What follows belongs to an exercise in optimizing a design on an open flow for small area, a short achievable clock period and few clock cycles per item; a production flow would make more cautious choices. Only simulation tests tie the RTL to the original design; equivalence was not proved.

Design barrett_reduce_pipe, start of the top module:
module barrett_reduce_pipe (
    input  logic        clk,
    input  logic        rst,
    input  logic        in_valid,
    input  logic [63:0] in_data,
    output logic        in_ready,
    output logic        out_valid,
    output logic [31:0] out_data,
    input  logic        out_ready,
    output logic        out_err
);
Size in the first run: ~1100 cells after synthesis, about 100 I/O pins.
==> flow/config.mk <==
export PLATFORM = sky130hd
export DESIGN_NAME = barrett_reduce_pipe
export DESIGN_NICKNAME = barrett_reduce_pipe
export VERILOG_FILES = /design/flow/design.v
export SDC_FILE = /design/flow/constraint.sdc
export NUM_CORES = 4
export LEC_CHECK = 0
export CAP_MARGIN = 20
export CORE_MARGIN = 2
export CORE_UTILIZATION = 40
export SETUP_SLACK_MARGIN = 3.0
export SLEW_MARGIN = 20
export SYNTH_HIERARCHICAL = 1
export SYNTH_MINIMUM_KEEP_SIZE = 0
==> flow/constraint.sdc <==
create_clock -name core_clock -period 9.0 [get_ports {clk}]
set_input_delay 1.8000 -clock core_clock [delete_from_list [all_inputs] [get_ports {clk}]]
set_output_delay 1.8000 -clock core_clock [all_outputs]
set_load 0.01 [all_outputs]
standard.sh (not shown) runs the stock make flow with config.mk's settings and CLKGATE_MAP_FILE= SYNTH_SCRIPT=/design/flow/synth_recipe.tcl, a recipe that flattens the netlist after the stock synthesis.
==> flow/flow/run.sh <==
#!/bin/bash
set -e
export BUFFER_PORTS_ARGS="-buffer_cell sky130_fd_sc_hd__buf_2"
bash standard.sh > standard.log 2>&1
Testbench counts at the start, summed over its fixed seeds: cycles 8,016, items 8,000.
==> next run, changes <==
==> flow/flow/run.sh (replaced) <==
#!/bin/bash
set -e
export BUFFER_PORTS_ARGS="-buffer_cell sky130_fd_sc_hd__buf_1"
bash standard.sh > standard.log 2>&1
Settings changed: CORE_UTILIZATION 40 to 55, CTS_BUF_LIST set to sky130_fd_sc_hd__clkbuf_8 sky130_fd_sc_hd__clkbuf_16, PLACE_DENSITY set to 0.75, SETUP_SLACK_MARGIN 3.0 to 3.35.
Result: Synthesized area stays the same.
==> next run, changes <==
==> flow/flow/run.sh (replaced) <==
#!/bin/bash
set -e
export BUFFER_PORTS_ARGS="-buffer_cell sky130_fd_sc_hd__buf_2"
bash standard.sh > standard.log 2>&1
Settings changed: ABC_AREA set to 1, CORE_UTILIZATION 55 to 60, CTS_BUF_LIST sky130_fd_sc_hd__clkbuf_8 sky130_fd_sc_hd__clkbuf_16 to sky130_fd_sc_hd__clkbuf_4 sky130_fd_sc_hd__clkbuf_8, PLACE_DENSITY 0.75 to unset, SETUP_SLACK_MARGIN 3.35 to 3.0.
Clock-buffer cell count is unchanged.
Via count is higher by about 10%.
Non-clock buffer count shrinks by 33.
Routed wire length increases by 6.5%.
First-iteration DRC count went up by about 30%.
Fmax is lower by 1.8%.
Global-route usage is higher by 3.0 points.
Worst setup slack gets worse by 0.10 ns.
==> next run, changes <==
==> flow/flow/run.sh (replaced) <==
#!/bin/bash
set -e
export BUFFER_PORTS_ARGS="-buffer_cell sky130_fd_sc_hd__buf_1"
bash standard.sh > standard.log 2>&1
Settings changed: ABC_AREA 1 to unset, CORE_UTILIZATION 60 to 55, CTS_BUF_LIST sky130_fd_sc_hd__clkbuf_4 sky130_fd_sc_hd__clkbuf_8 to sky130_fd_sc_hd__clkbuf_8 sky130_fd_sc_hd__clkbuf_16, GPL_ROUTABILITY_DRIVEN set to 0, PLACE_DENSITY set to 0.75, SETUP_SLACK_MARGIN 3.0 to 3.2.
Effect: The new run produced a clean layout. Sequential cell count is unchanged. Core utilization is lower by 5.0 points. Via count fell by 10%.


barrett_reduce_pipe again, from the RTL that the note above started with.
clock: 9.0 ns
lec_check: 0
cap_margin: 20
core_margin: 2
core_utilization: 55
cts_buf_list: sky130_fd_sc_hd__clkbuf_8 sky130_fd_sc_hd__clkbuf_16
place_density: 0.75
setup_slack_margin: 3.2
slew_margin: 20
synth_hierarchical: 1
synth_minimum_keep_size: 0
==> flow/flow/run.sh <==
#!/bin/bash
set -e
export BUFFER_PORTS_ARGS="-buffer_cell sky130_fd_sc_hd__buf_1"
bash standard.sh > standard.log 2>&1
Testbench counts at the start, summed over its fixed seeds: cycles 8,016, items 8,000.
Change:
CAP_MARGIN = 10   (was 20)
GPL_ROUTABILITY_DRIVEN = 0   (was default)
SLEW_MARGIN = 10   (was 20)
Result: The changed run produced a clean layout. Setup slack is better by 0.030 ns. Via count grows by 0.32%. Fmax grows by about 0.5%. Synthesized cell count stays the same. First-iteration DRC count grows by 10%. Die area does not change. Sequential cell count stays the same. Register-to-register slack is worse by 0.19 ns. Area after synthesis stays the same. Core utilization shrinks by 0.31 points.
Change:
CAP_MARGIN = 20   (was 10)
CORE_UTILIZATION = 40   (was 55)
CTS_BUF_LIST = default   (was sky130_fd_sc_hd__clkbuf_8 sky130_fd_sc_hd__clkbuf_16)
GPL_ROUTABILITY_DRIVEN = default   (was 0)
PLACE_DENSITY = default   (was 0.75)
SETUP_SLACK_MARGIN = 3.0   (was 3.2)
SLEW_MARGIN = 20   (was 10)
=> Wire length climbs by 6.6%. Cell area climbs by 0.76%. Register-to-register slack is worse by 0.12 ns. Worst hold slack is better by 0.0057 ns. Global-route usage drops by 5.7 points. Synthesized area stays the same. Cell count climbs by about 8%. Non-clock buffer count drops by 2. Count of clock-buffer cells in the layout stays the same.


Starting RTL as in the previous note.
export LEC_CHECK = 0
export CAP_MARGIN = 20
export CORE_MARGIN = 2
export CORE_UTILIZATION = 65
export CTS_BUF_LIST = sky130_fd_sc_hd__clkbuf_8 sky130_fd_sc_hd__clkbuf_16
export PLACE_DENSITY = 0.85
export SETUP_SLACK_MARGIN = 3.2
export SLEW_MARGIN = 20
export SYNTH_HIERARCHICAL = 1
export SYNTH_MINIMUM_KEEP_SIZE = 0
create_clock -name core_clock -period 9.0 [get_ports {clk}]
Scripts as last shown in full above: flow/flow/run.sh
The starting point passed the timing, design-rule and antenna checks.
Testbench counts at the start, summed over its fixed seeds: cycles 8,016, items 8,000.
Next try:
==> flow/flow/run.sh (replaced) <==
#!/bin/bash
set -e
export BUFFER_PORTS_ARGS="-buffer_cell sky130_fd_sc_hd__buf_2"
bash standard.sh > standard.log 2>&1
--- a/flow/config.mk
+++ b/flow/config.mk
@@ -10,4 +10,2 @@
-export CORE_UTILIZATION = 65
-export CTS_BUF_LIST = sky130_fd_sc_hd__clkbuf_8 sky130_fd_sc_hd__clkbuf_16
-export PLACE_DENSITY = 0.85
-export SETUP_SLACK_MARGIN = 3.2
+export CORE_UTILIZATION = 40
+export SETUP_SLACK_MARGIN = 3.6
After rerunning: Wire length goes up by 8.9%; die area climbs by 61%; core utilization drops by 26 points; via count barely changes; final area climbs by 6.8%; critical path depth decreases by 2; first-iteration DRC count goes up by 14%; maximum frequency rises by 1.5%.
Next try:
==> flow/flow/run.sh (replaced) <==
#!/bin/bash
set -e
export BUFFER_PORTS_ARGS="-buffer_cell sky130_fd_sc_hd__buf_1"
bash standard.sh > standard.log 2>&1
--- a/flow/config.mk
+++ b/flow/config.mk
@@ -11 +11 @@
-export SETUP_SLACK_MARGIN = 3.6
+export SETUP_SLACK_MARGIN = 2.8
Effect: Synthesized area does not change. Design area goes down by 6.8%. Maximum frequency decreases by about 6%. Via count is lower by 3.6%. Sequential share of layout area goes up by 1.5 points. Synthesized cell count does not change.

-- separate check: timing with driven ports --
The flow's constraints put no driver on any port. The routed layouts listed below were extracted and timed again, unchanged, in two steps. Step 1 sets driving cells, clkbuf_16 on the clock port and buf_2 on the other inputs (assumed; they add their load-dependent delay and slew). Step 2 also shifts input and output timing later by t, the mid clock arrival at the registers, as if the neighbouring blocks saw the same clock. Slacks: no drivers / after step 1 / after step 2; pairs: no drivers / after step 1.
run | t (ns) | setup WS [ns] | worst data-port slew with drivers (ns)
the first run of note 1 | 0.409 | 3.078 / 3.104 / 2.695 | 0.04
the second run of note 1 | 0.407 | 3.334 / 3.353 / 2.945 | 0.07
the third run of note 1 | 0.431 | 3.230 / 3.248 / 2.817 | 0.05
the fourth run of note 1 | 0.402 | 3.301 / 3.324 / 2.922 | 0.05
the first run of note 2 | 0.402 | 3.271 / 3.289 / 2.886 | 0.05
the second run of note 2 | 0.402 | 3.301 / 3.324 / 2.922 | 0.05
the third run of note 2 | 0.395 | 3.145 / 3.163 / 2.768 | 0.04
the first run of note 3 | 0.394 | 3.245 / 3.249 / 2.856 | 0.05
the second run of note 3 | 0.409 | 3.333 / 3.334 / 2.925 | 0.08
the third run of note 3 | 0.406 | 2.961 / 2.978 / 2.571 | 0.04
After both steps every run listed still meets setup and hold. For the third run of note 1, which loses most, drivers alone change the setup slack by +0.018 ns; drivers and shift together by -0.413 ns.
